From an optimization exercise on the open Yosys and OpenROAD flow, aimed at small area; shortcuts taken in it are not production practice. In this exercise RTL edits were held to simulation tests only and were not proved equivalent to the original. Power and IR drop assume default switching activity.

==> flow/design.v (excerpt) <==
module wishbone_intercon
#(
  parameter int DATA_W = wishbone_pkg::DEF_DATA_W,
  parameter int ADR_W  = wishbone_pkg::DEF_ADR_W
) (
  input  logic              CLK_I,
  input  logic              RST_I,
  input  logic [DATA_W-1:0] DATA_INPUT,
  input  logic [ADR_W-1:0]  ADR_INPUT,
  input  logic              WE_INPUT,
  input  logic              SMP,
  output logic [DATA_W-1:0] DATA_OUTPUT
);
==> flow/config.mk <==
export PLATFORM = sky130hd
export DESIGN_NAME = wishbone_intercon
export DESIGN_NICKNAME = wishbone_intercon
export VERILOG_FILES = /design/flow/design.v
export SDC_FILE = /design/flow/constraint.sdc
export NUM_CORES = 4
export LEC_CHECK = 0
export CAP_MARGIN = 20
export CORE_MARGIN = 2
export CORE_UTILIZATION = 70
export CTS_BUF_LIST = sky130_fd_sc_hd__clkbuf_8
export CTS_CLUSTER_DIAMETER = 50
export CTS_CLUSTER_SIZE = 20
export PLACE_DENSITY = 0.82
export SLEW_MARGIN = 20
export SYNTH_HIERARCHICAL = 1
export SYNTH_MINIMUM_KEEP_SIZE = 0
==> flow/constraint.sdc <==
create_clock -name core_clock -period 5.0 [get_ports {CLK_I}]
set_input_delay 1.0000 -clock core_clock [delete_from_list [all_inputs] [get_ports {CLK_I}]]
set_output_delay 1.0000 -clock core_clock [all_outputs]
set_load 0.01 [all_outputs]
standard.sh (not shown) runs the stock make flow with config.mk's settings and CLKGATE_MAP_FILE= SYNTH_SCRIPT=/design/flow/synth_recipe.tcl, a recipe that flattens the netlist after the stock synthesis.
==> flow/flow/run.sh <==
#!/bin/bash
# Standard ORFS layout (the standard.sh, unchanged synthesis) with two
# changes passed to ORFS's own scripts through their environment variables:
#  - CTS: clkbuf_8 clock buffers, clusters of up to 20 sinks, no dummy loads;
#  - port buffers: buf_1 instead of the default buffer cell.
# make's full output goes to flow_make.log; each ORFS step keeps its own log
# under orfs/logs/.
set -euo pipefail
export CTS_ARGS="-sink_clustering_enable -repair_clock_nets -buf_list sky130_fd_sc_hd__clkbuf_8 -sink_clustering_size 20 -sink_clustering_max_diameter 50 -dont_use_dummy_load"
export BUFFER_PORTS_ARGS="-buffer_cell sky130_fd_sc_hd__buf_1"
bash standard.sh > flow_make.log 2>&1
Change:
--- a/flow/config.mk
+++ b/flow/config.mk
@@ -10 +10 @@
-export CORE_UTILIZATION = 70
+export CORE_UTILIZATION = 62
@@ -14 +14 @@
-export PLACE_DENSITY = 0.82
+export PLACE_DENSITY = 0.75
After rerunning: Worst hold slack improved by 27 ps. Count of clock-buffer cells in the layout drops by 3. Fmax drops by 4.1%. Global-route usage drops by 3.3 points. Power drops by 0.37%. Critical path depth drops by 1. Area after synthesis does not change. Design area climbs by 0.35%. Sequential share of layout area drops by 0.25 points. Wire length climbs by 0.74%.

---

Another version of the RTL of wishbone_intercon (not shown whole).
For scale: ~4400 cells after synthesis.
clock: 5.0 ns
lec_check: 0
cap_margin: 0
core_margin: 2
core_utilization: 62
cts_buf_list: sky130_fd_sc_hd__clkbuf_8
cts_cluster_diameter: 50
cts_cluster_size: 20
place_density: 0.75
slew_margin: 0
synth_hierarchical: 1
synth_minimum_keep_size: 0
Scripts as last shown in full above: flow/flow/run.sh
The first run went through all stages and came out clean.
==> next run, changes <==
CAP_MARGIN = 20   (was 0)
CORE_UTILIZATION = 55   (was 62)
PLACE_DENSITY = 0.7   (was 0.75)
SLEW_MARGIN = 20   (was 0)
The new run produced a clean layout; global-route usage falls by 3.1 points; die area rises by 13%; sequential power stays flat; design area rises by 0.49%; via count hardly moves; area after synthesis is unchanged.
==> next run, changes <==
CORE_UTILIZATION = 62   (was 55)
PLACE_DENSITY = 0.75   (was 0.7)
Routed wire length shrinks slightly.
Design area decreases slightly.
Synthesized cell count stays the same.
Area after synthesis stays the same.
First-iteration DRC count climbs by a few percent.
Worst setup slack improved by 220 ps.
Sequential power is about the same.
Non-clock buffer count decreases by 12.
Global-route usage increases by 3.1 points.

separate check: timing with driven ports:
In the flow no input, the clock included, has a driving cell. The finished layouts below were timed again as built, in two steps.
Step 1 sets driving cells, clkbuf_16 on the clock port and buf_2 on the other inputs (assumed; they add their load-dependent delay and slew).
Step 2, shift: input delay + t, output delay - t, t = (earliest + latest rising clock arrival at the registers) / 2. This alone moves slack from input paths to output paths.
a / b / c = ideal / step 1 / step 2; a / b = the first two.
run | t, ns | slack for setup (ns) | latest minus earliest clock arrival (ns) | worst data-port slew with drivers (ns) | pins driven straight from the clock port
the first run of note 1 | 0.871 | 1.413 / 1.413 / 0.725 | 0.109 / 0.109 | 0.07 | 1
the second run of note 1 | 0.865 | 1.258 / 1.258 / 0.690 | 0.113 / 0.114 | 0.08 | 1
the first run of note 2 | 0.875 | 0.898 / 0.898 / 0.175 | 0.129 / 0.129 | 0.07 | 1
the second run of note 2 | 0.877 | 0.681 / 0.681 / -0.010 | 0.104 / 0.103 | 0.06 | 1
the third run of note 2 | 0.875 | 0.898 / 0.898 / 0.175 | 0.129 / 0.129 | 0.07 | 1
With both steps, setup timing fails in the second run of note 2, where it was met with ideal ports.
